What follows belongs to an exercise in optimizing a design on an open flow for small area and a short achievable clock period; a production flow would make more cautious choices.
In this exercise RTL edits were held to simulation tests only and were not proved equivalent to the original.
The clock port is modelled as an ideal driver; clocking choices that lean on that would not hold on a real chip.

==> job 2619: inputs <==
==> flow/design.v <==
package mdu_pkg;
    localparam int MDU_OP_W = 3;
    localparam logic [MDU_OP_W-1:0] MDU_NONE  = 3'd0;
    localparam logic [MDU_OP_W-1:0] MDU_MULT  = 3'd1;
    localparam logic [MDU_OP_W-1:0] MDU_MULTU = 3'd2;
    localparam logic [MDU_OP_W-1:0] MDU_DIV   = 3'd3;
    localparam logic [MDU_OP_W-1:0] MDU_DIVU  = 3'd4;
    localparam logic [MDU_OP_W-1:0] MDU_MTHI  = 3'd5;
    localparam logic [MDU_OP_W-1:0] MDU_MTLO  = 3'd6;
    localparam int MDU_MULT_CYCLES_DEF = 5;
    localparam int MDU_DIV_CYCLES_DEF  = 10;
    function automatic logic mdu_is_multicycle(input logic [MDU_OP_W-1:0] op);
        mdu_is_multicycle = (op == MDU_MULT) || (op == MDU_MULTU) ||
               (op == MDU_DIV)  || (op == MDU_DIVU);
    endfunction
endpackage
module mdu_hilo #(
    parameter int MULT_CYCLES = mdu_pkg::MDU_MULT_CYCLES_DEF,
    parameter int DIV_CYCLES  = mdu_pkg::MDU_DIV_CYCLES_DEF
) (
    input  logic                clk,
    input  logic                reset,
    input  logic                start,
    input  logic [mdu_pkg::MDU_OP_W-1:0] op,
    input  logic [31:0]         rs_val,
    input  logic [31:0]         rt_val,
    input  logic                cancel,
    output logic                busy,
    output logic                stall_req,
    output logic [31:0]         hi,
    output logic [31:0]         lo
);
    localparam int W = 34;    
    localparam int HW = 33;   
    logic [3:0]   r_cnt;
    logic         r_busy;     
    logic         w_run;      
    logic         r_is_div;
    logic         r_f31;      
    logic         r_bprev;    
    logic [HW-1:0] r_h;       
    logic [31:0]  r_l;        
    logic [3:0]   r_lx;       
    logic [32:0]  r_m;        
    logic         r_c0_dw;    
    logic         r_c0_one;   
    logic         r_c0_two;
    logic         r_c0_neg;
    logic [31:0]  r_hi;
    logic [31:0]  r_lo;
    logic w_op_valid, w_accept, w_last, w_wb, w_mdiv, w_sgn_op;
    assign w_op_valid = (op >= mdu_pkg::MDU_MULT) && (op <= mdu_pkg::MDU_MTLO);
    assign w_accept   = start & ~cancel & ~w_run & w_op_valid;
    assign w_run     = (r_cnt != 4'd0);
    assign busy      = r_busy;
    assign stall_req = busy | (start & ~cancel & mdu_pkg::mdu_is_multicycle(op));
    assign hi        = r_hi;
    assign lo        = r_lo;
    assign w_last = (r_cnt == 4'd1);
    assign w_mdiv = (op == mdu_pkg::MDU_DIV) || (op == mdu_pkg::MDU_DIVU);
    assign w_sgn_op = (op == mdu_pkg::MDU_MULT) || (op == mdu_pkg::MDU_DIV);
    logic         w_dneg;             
    logic         w_sig;              
    assign w_dneg = r_m[32];
    assign w_sig  = r_is_div & r_f31;
    logic         w_rsg_h;            
    assign w_rsg_h = r_h[32];
    logic [W-1:0] w_mx;               
    assign w_mx = {{(W-33){r_m[32]}}, r_m};
    logic [W-1:0] w_x   [4];
    logic [W-1:0] w_y   [4];
    logic [W-1:0] w_s   [4];
    logic         w_sf  [4];          
    logic         w_one [4];
    logic         w_two [4];
    logic         w_neg [4];
    logic         w_rsg [4];          
    logic         w_p   [4];          
    logic         w_z   [4];          
    logic         w_dw  [4];          
    logic [2:0]   w_bt  [4];          
    function automatic logic [W:0] rcc(input logic [W-1:0] a, input logic [W-1:0] b,
                                       input logic ci);
        rcc[0] = ci;
        for (int k = 0; k < W; k++)
            rcc[k+1] = (rcc[k] & a[k]) | (rcc[k] & b[k]) | (a[k] & b[k]);
    endfunction
    localparam int FK = 12;
    function automatic logic fc32(input logic [W-1:0] a, input logic [W-1:0] b,
                                  input logic ck);
        logic c0, c1;
        c0 = 1'b0;
        c1 = 1'b1;
        for (int k = FK; k < 32; k++) begin
            c0 = (a[k] & (b[k] | c0)) | (b[k] & c0);
            c1 = (a[k] & (b[k] | c1)) | (b[k] & c1);
        end
        fc32 = ck ? c1 : c0;
    endfunction
    function automatic logic [31:0] rinc(input logic [31:0] a, input logic ci);
        logic c;
        c = ci;
        for (int k = 0; k < 32; k++) begin
            rinc[k] = a[k] ^ c;
            c       = a[k] & c;
        end
    endfunction
    genvar r;
    generate
        for (r = 0; r < 4; r++) begin : g_row
            logic [W-1:0] prev;
            if (r == 0) begin : g_p0
                assign prev = {r_h[HW-1], r_h};
                assign w_bt[r] = {r_l[1], r_l[0], r_bprev};
            end else begin : g_pn
                assign prev = w_s[r-1];
                assign w_bt[r] = {r_l[2*r+1], r_l[2*r], r_l[2*r-1]};
            end
            assign w_z[r]   = r_lx[3-r];
            assign w_rsg[r] = (r == 0) ? r_h[32] : (r == 2) ? prev[32] : w_sf[r-1];
            assign w_p[r]   = ~(w_rsg[r] ^ w_dneg);
            assign w_dw[r]  = (r == 0) ? r_c0_dw : r_is_div;
            logic mb_one, mb_two, mb_neg, dv_one, dv_two, dv_neg;
            assign mb_one = w_last ? ((r == 0) & r_f31) : (w_bt[r][1] ^ w_bt[r][0]);
            assign mb_two = ~w_last & ((w_bt[r] == 3'b011) | (w_bt[r] == 3'b100));
            assign mb_neg = ~w_last & w_bt[r][2] & ~(w_bt[r][1] & w_bt[r][0]);
            if (r == 0) begin : g_d0
                assign dv_one = ~w_last | (w_rsg_h ^ w_sig);
                assign dv_two = 1'b0;
                assign dv_neg = w_last ? ((w_rsg_h ^ w_sig) & ~(w_rsg_h ^ w_dneg))
                                       : ~(w_rsg[r] ^ w_dneg);
            end else if (r == 1) begin : g_d1
                assign dv_one = ~w_last;
                assign dv_two = w_last;
                assign dv_neg = w_last ? w_dneg : ~(w_rsg[r] ^ w_dneg);
            end else begin : g_dn
                assign dv_one = 1'b1;
                assign dv_two = 1'b0;
                assign dv_neg = ~(w_rsg[r] ^ w_dneg);
            end
            if (r == 0) begin : g_c0
                assign w_one[r] = r_c0_one;
                assign w_two[r] = r_c0_two;
                assign w_neg[r] = r_c0_neg;
            end else begin : g_cn
                assign w_one[r] = r_is_div ? dv_one : mb_one;
                assign w_two[r] = r_is_div ? dv_two : mb_two;
                assign w_neg[r] = r_is_div ? dv_neg : mb_neg;
            end
            assign w_x[r] = w_dw[r] ? {prev[W-2:0], w_z[r]}
                                    : ((r == 0) ? prev : {{2{prev[W-1]}}, prev[W-1:2]});
            assign w_y[r] = ((w_one[r] ? w_mx : '0) | (w_two[r] ? {w_mx[W-2:0], 1'b0} : '0))
                            ^ {W{w_neg[r]}};
            logic [W:0] cy;
            assign cy     = rcc(w_x[r], w_y[r], w_neg[r]);
            assign w_s[r] = w_x[r] ^ w_y[r] ^ cy[W-1:0];
            assign w_sf[r] = w_x[r][32] ^ w_y[r][32] ^ fc32(w_x[r], w_y[r], cy[FK]);
        end
    endgenerate
    logic        w_corr, w_exact, w_qs, w_inc, w_mz;
    logic [31:0] w_qv, w_qx, w_lov, w_hiv;
    assign w_corr  = w_rsg_h ^ w_sig;
    assign w_exact = w_sig & (w_s[1][W-1:1] == '0);
    assign w_qs    = w_sig ^ w_dneg;
    assign w_inc   = r_is_div & (w_qs ? (w_corr & ~w_exact) : (w_exact & ~w_corr));
    assign w_qv    = r_is_div ? {r_l[30:0], w_qs ? (w_corr | ~w_exact) : (w_exact | ~w_corr)}
                              : r_l;
    assign w_qx    = w_qv;
    assign w_mz    = (r_m == 33'd0);
    assign w_lov = rinc(w_qx, w_inc);
    assign w_hiv = w_exact ? 32'd0 : w_s[0][31:0];
    assign w_wb  = w_last & ~(r_is_div & w_mz);
    always_ff @(posedge clk) begin
        if (reset) begin
            r_cnt <= 4'd0;
        end else if (w_accept) begin
            if (mdu_pkg::mdu_is_multicycle(op))
                r_cnt <= w_mdiv ? 4'(DIV_CYCLES) : 4'(MULT_CYCLES);
        end else if (w_run) begin
            r_cnt <= r_cnt - 4'd1;
        end
    end
    always_ff @(posedge clk) begin
        if (reset)
            r_busy <= 1'b0;
        else if (w_accept)
            r_busy <= mdu_pkg::mdu_is_multicycle(op);
        else if (w_last)
            r_busy <= 1'b0;
    end
    always_ff @(posedge clk) begin
        if (reset) begin
            r_hi <= '0;
            r_lo <= '0;
        end else if (w_accept) begin
            if (op == mdu_pkg::MDU_MTHI) r_hi <= rs_val;
            if (op == mdu_pkg::MDU_MTLO) r_lo <= rs_val;
        end else if (w_wb) begin
            r_hi <= w_hiv;
            r_lo <= w_lov;
        end
    end
    logic       w_lastn, w_hsn, w_corrn;
    logic [2:0] w_btn;
    assign w_lastn = (r_cnt == 4'd2);
    assign w_hsn   = w_s[3][32];
    assign w_corrn = w_hsn ^ w_sig;
    assign w_btn   = r_l[9:7];
    always_ff @(posedge clk) begin
        if (!w_run) begin
            r_c0_dw  <= w_mdiv;
            r_c0_one <= w_mdiv | rs_val[0];
            r_c0_two <= ~w_mdiv & rs_val[1] & ~rs_val[0];
            r_c0_neg <= w_mdiv ? ~(((op == mdu_pkg::MDU_DIV) & rs_val[31]) ^ (w_sgn_op & rt_val[31]))
                               : rs_val[1];
        end else if (r_is_div) begin
            r_c0_dw  <= ~w_lastn;
            r_c0_one <= ~w_lastn | w_corrn;
            r_c0_two <= 1'b0;
            r_c0_neg <= w_lastn ? (w_corrn & ~(w_hsn ^ w_dneg)) : ~(w_hsn ^ w_dneg);
        end else begin
            r_c0_dw  <= 1'b0;
            r_c0_one <= w_lastn ? r_f31 : (w_btn[1] ^ w_btn[0]);
            r_c0_two <= ~w_lastn & ((w_btn == 3'b011) | (w_btn == 3'b100));
            r_c0_neg <= ~w_lastn & w_btn[2] & ~(w_btn[1] & w_btn[0]);
        end
    end
    always_ff @(posedge clk) begin
        if (!w_run) begin
            r_is_div <= w_mdiv;
            r_f31    <= rs_val[31] & ((op == mdu_pkg::MDU_DIV) || (op == mdu_pkg::MDU_MULTU));
            r_bprev  <= 1'b0;
            r_h      <= {HW{(op == mdu_pkg::MDU_DIV) & rs_val[31]}};
            r_l      <= rs_val;
            r_lx     <= {4{(op == mdu_pkg::MDU_DIV) & rs_val[31]}};
            r_m      <= {w_sgn_op & rt_val[31], rt_val};
        end else begin
            r_bprev  <= r_l[7];
            r_lx     <= r_l[31:28];
            if (r_is_div) begin
                r_h <= w_s[3][HW-1:0];
                r_l <= {r_l[27:0], w_p[0], w_p[1], w_p[2], w_p[3]};
            end else begin
                r_h <= {w_s[3][W-1], w_s[3][W-1:2]};
                r_l <= {w_s[3][1:0], w_s[2][1:0], w_s[1][1:0], w_s[0][1:0], r_l[31:8]};
            end
        end
    end
endmodule
==> flow/flow/run.sh <==
#!/bin/bash
# Standard layout with these changes:
#  * the port buffers are the smallest buffer (sky130_fd_sc_hd__buf_1)
#    instead of the one buffer_ports picks by default;
#  * clock tree synthesis with the standard arguments plus
#    -dont_use_dummy_load (no extra load cells on the clock tree).
set -euo pipefail
export BUFFER_PORTS_ARGS="-buffer_cell sky130_fd_sc_hd__buf_1"
export CTS_ARGS="-sink_clustering_enable -repair_clock_nets -dont_use_dummy_load"
R=orfs/results/${FLOW_PLATFORM:-sky130hd}/mdu_hilo/base
LIB=$FLOW_HOME/platforms/sky130hd/lib/sky130_fd_sc_hd__tt_025C_1v80.lib
PLAT=$FLOW_HOME/platforms/sky130hd
bash standard.sh place > standard_place.log 2>&1
cp $R/3_place.odb $R/3_place_pre_downsize.odb
DS_LIB=$LIB DS_PLATFORM_DIR=$PLAT \
DS_IN=$R/3_place_pre_downsize.odb DS_OUT=$R/3_place.odb DS_SDC=$R/3_place.sdc \
DS_SLACK_LOSS=0.0 DS_REG_MARGIN=1.0 \
  openroad -no_init -exit flow/downsize.tcl > downsize.log 2>&1
bash standard.sh > standard_finish.log 2>&1
==> flow/flow/downsize.tcl <==
# Area recovery after placement: swap up-sized combinational cells back to
# their _1 (or smallest) variant wherever that does not lower the worst setup
# slack of any path group below a limit and adds no slew, cap or fanout
# violation.
set lib   $::env(DS_LIB)
set plat  $::env(DS_PLATFORM_DIR)
set in_db $::env(DS_IN)
set out_db $::env(DS_OUT)
read_liberty $lib
read_db $in_db
read_sdc $::env(DS_SDC)
source $plat/setRC.tcl
estimate_parasitics -placement

proc worst {} { return [sta::worst_slack_cmd max] }
# worst slack of the paths that end at registers
proc worst_reg {} {
  set p [find_timing_paths -to [all_registers -data_pins] -sort_by_slack -group_path_count 1]
  return [get_property [lindex $p 0] slack]
}
proc viol {} {
  return [expr {[sta::max_slew_violation_count] + [sta::max_capacitance_violation_count] + [sta::max_fanout_violation_count]}]
}
set w0 [worst]
set r0 [worst_reg]
set v0 [viol]
puts "start: worst slack $w0, register paths $r0, violations $v0, area [rsz::design_area]"
# keep the worst slack at least this far above what it was
set floor [expr {$w0 - $::env(DS_SLACK_LOSS)}]
# and keep the register paths this far above the worst slack (or where
# they were, if that is lower)
set rfloor [expr {min($r0, $w0 * 1e9 + $::env(DS_REG_MARGIN))}]
set block [sta::top_instance]
set n 0
set tried 0
foreach inst [get_cells *] {
  set master [get_property $inst ref_name]
  if {![regexp {^(sky130_fd_sc_hd__[a-z0-9]+)_([0-9]+)$} $master -> base size]} continue
  if {$size <= 1} continue
  if {[regexp {df|clk|fa$|ha$|tap|fill|decap|conb|dly} $base]} continue
  set cands {}
  foreach s {1 0 2 4 8} {
    if {$s >= $size} continue
    set c [get_lib_cells -quiet */${base}_$s]
    if {[llength $c]} { lappend cands $c }
  }
  foreach c $cands {
    incr tried
    set old [get_property $inst ref_name]
    if {[catch {replace_cell $inst $c}]} continue
    estimate_parasitics -placement
    if {[worst] < $floor || [worst_reg] < $rfloor || [viol] > $v0} {
      replace_cell $inst [get_lib_cells */$old]
      estimate_parasitics -placement
    } else {
      incr n
      break
    }
  }
}
puts "swapped $n of $tried tries: worst slack [worst], register paths [worst_reg], violations [viol], area [rsz::design_area]"
write_db $out_db
==> flow/standard.sh <==
#!/bin/bash
# synth_recipe.tcl (not shown) runs the flow's synth.tcl, then flattens the netlist and writes it again
# the make line also repeats each setting of config.mk as NAME=value (left out here)
make -C /OpenROAD-flow-scripts/flow DESIGN_CONFIG=/design/flow/config.mk WORK_HOME=/design/flow/orfs CLKGATE_MAP_FILE= SYNTH_SCRIPT=/design/flow/synth_recipe.tcl "${@:-finish}"
==> flow/config.mk <==
export PLATFORM = sky130hd
export DESIGN_NAME = mdu_hilo
export DESIGN_NICKNAME = mdu_hilo
export VERILOG_FILES = /design/flow/design.v
export SDC_FILE = /design/flow/constraint.sdc
export NUM_CORES = 4
export LEC_CHECK = 0
export ABC_AREA = 1
export CAP_MARGIN = 20
export CORE_MARGIN = 2
export CORE_UTILIZATION = 60
export SLEW_MARGIN = 20
==> flow/constraint.sdc <==
create_clock -name core_clock -period 110.0 [get_ports {clk}]
set_input_delay 22.0000 -clock core_clock [delete_from_list [all_inputs] [get_ports {clk}]]
set_output_delay 22.0000 -clock core_clock [all_outputs]
set_load 0.01 [all_outputs]
==> job 5800 (differences from job 2619) <==
--- a/flow/design.v
+++ b/flow/design.v
@@ -119,5 +119,5 @@
             assign w_z[r]   = r_lx[3-r];
             assign w_rsg[r] = (r == 0) ? r_h[32] : (r == 2) ? prev[32] : w_sf[r-1];
-            assign w_p[r]   = ~(w_rsg[r] ^ w_dneg);
+            assign w_p[r]   = ~(w_rsg[r] ^ w_sig);
             assign w_dw[r]  = (r == 0) ? r_c0_dw : r_is_div;
             logic mb_one, mb_two, mb_neg, dv_one, dv_two, dv_neg;
@@ -162,9 +162,8 @@
     assign w_corr  = w_rsg_h ^ w_sig;
     assign w_exact = w_sig & (w_s[1][W-1:1] == '0);
-    assign w_qs    = w_sig ^ w_dneg;
-    assign w_inc   = r_is_div & (w_qs ? (w_corr & ~w_exact) : (w_exact & ~w_corr));
-    assign w_qv    = r_is_div ? {r_l[30:0], w_qs ? (w_corr | ~w_exact) : (w_exact | ~w_corr)}
-                              : r_l;
-    assign w_qx    = w_qv;
+    assign w_qs    = r_is_div & (w_sig ^ w_dneg);
+    assign w_inc   = r_is_div & (w_qs ^ w_exact);
+    assign w_qv    = r_is_div ? {r_l[30:0], ~w_corr} : r_l;
+    assign w_qx    = w_qv ^ {32{w_qs}};
     assign w_mz    = (r_m == 33'd0);
     assign w_lov = rinc(w_qx, w_inc);
==> flow/flow/run.sh (replaced) <==
#!/bin/bash
# Standard layout with these changes:
#  * the port buffers are the smallest buffer (sky130_fd_sc_hd__buf_1)
#    instead of the one buffer_ports picks by default;
set -euo pipefail
export BUFFER_PORTS_ARGS="-buffer_cell sky130_fd_sc_hd__buf_1"
R=orfs/results/${FLOW_PLATFORM:-sky130hd}/mdu_hilo/base
LIB=$FLOW_HOME/platforms/sky130hd/lib/sky130_fd_sc_hd__tt_025C_1v80.lib
PLAT=$FLOW_HOME/platforms/sky130hd
bash standard.sh place > standard_place.log 2>&1
cp $R/3_place.odb $R/3_place_pre_downsize.odb
DS_LIB=$LIB DS_PLATFORM_DIR=$PLAT \
DS_IN=$R/3_place_pre_downsize.odb DS_OUT=$R/3_place.odb DS_SDC=$R/3_place.sdc \
DS_SLACK_LOSS=0.0 DS_REG_MARGIN=1.0 \
  openroad -no_init -exit flow/downsize.tcl > downsize.log 2>&1
CTS_BUF_LIST=sky130_fd_sc_hd__clkbuf_8 bash standard.sh cts > standard_cts8.log 2>&1
CS_LIB=$LIB CS_PLATFORM_DIR=$PLAT CS_IN=$R/4_cts.odb CS_SDC=$R/4_cts.sdc \
  openroad -no_init -exit flow/clkslew.tcl > clkslew8.log 2>&1
SLEW=$(awk '/^CLKSLEW/ {print $2}' clkslew8.log)
if ! awk -v s="$SLEW" 'BEGIN { exit !(s != "" && s + 0 < 0.115) }'; then
  echo "clkbuf_8 tree slew $SLEW ns: rebuilding with clkbuf_16" > cts_choice.log
  rm -f $R/4_1_cts.odb $R/4_cts.odb $R/4_cts.sdc
  CTS_BUF_LIST=sky130_fd_sc_hd__clkbuf_16 bash standard.sh cts > standard_cts16.log 2>&1
else
  echo "clkbuf_8 tree slew $SLEW ns: kept" > cts_choice.log
fi
bash standard.sh > standard_finish.log 2>&1
==> flow/flow/clkslew.tcl (new file) <==
# Largest flip-flop clock-pin slew (ns) of a CTS result, with placement
# parasitics; printed as "CLKSLEW <value>".
read_liberty $::env(CS_LIB)
read_db $::env(CS_IN)
read_sdc $::env(CS_SDC)
source $::env(CS_PLATFORM_DIR)/setRC.tcl
set_propagated_clock [all_clocks]
estimate_parasitics -placement
set mx 0
foreach p [get_pins -of_objects [all_registers] -filter "direction==input"] {
  if {[get_property $p name] ne "CLK"} continue
  foreach t {slew_max_rise slew_max_fall} {
    set s [get_property $p $t]
    if {$s > $mx} { set mx $s }
  }
}
puts "CLKSLEW $mx"
==> summary.txt <==
Worst setup skew after layout: job 5800 0.0233 ns; job 2619 0.0329 ns
Met1 usage in global routing: job 5800 55.1%; job 2619 49.4%
Post-detailed-routing wire length: job 5800 53,700 microns; job 2619 51,000 microns
Number of vias per cell: job 5800 6.16; job 2619 6.20
Run status: job 5800 no timing/DRC/antenna violations; job 2619 no timing/DRC/antenna violations
Minimum hold slack: job 5800 0.507 ns; job 2619 0.476 ns
Net count, final: job 5800 2,427; job 2619 2,339
Die X: job 5800 169 microns; job 2619 167 microns
Fraction of the mapped netlist area in compound gates: job 5800 19.0%; job 2619 18.3%
Routability Congestion: job 5800 0.965; job 2619 0.930
Via count: job 5800 15,622; job 2619 15,038
HPWL after detailed placement: job 5800 41,100 microns; job 2619 37,900 microns
Area growth syn-to-layout: job 5800 4.89%; job 2619 4.00%
Portion of synthesized cell area occupied by the leading cell type: job 5800 17.3%; job 2619 17.9%
FP Rows: job 5800 60; job 2619 59
Tightest slew margin relative to the limit: job 5800 21.8%; job 2619 27.8%
Number of library cell types mapped by synthesis: job 5800 52; job 2619 49
Final Cycle Share: job 5800 40.7%; job 2619 40.7%
Worst-skew pair later-pin latency: job 5800 0.45 ns; job 2619 0.44 ns
Count of placed standard cells in the final layout, fillers left out: job 5800 2,536; job 2619 2,427

[static timing again, ports no longer ideal]
The results above use ideal ports. As a check the final layouts listed here were re-extracted and re-timed, cells and wires unchanged. Step 1 assumes that a clkbuf_16 drives the clock port and a buf_2 every other input. Step 2 adds t to the input delays and takes it off the output delays; t is the mean of the earliest and latest rising clock arrival at the registers after step 1. Input paths then give back, and output paths get back, about the clock's delay inside the block. a / b / c = no drivers / after step 1 / after step 2; a / b = the first two.
| run | shift t [ns] | setup slack, ns | worst register clock-pin slew, ns |
|---|---|---|---|
| job 2619 | 0.482 | 65.223 / 65.202 / 65.202 | 0.09 / 0.09 |
| job 5800 | 0.491 | 65.189 / 65.166 / 65.166 | 0.09 / 0.09 |
After both steps setup and hold are still met in every run listed. For job 5800, which loses most, drivers alone change the setup slack by -0.023 ns; drivers and shift together by -0.023 ns.
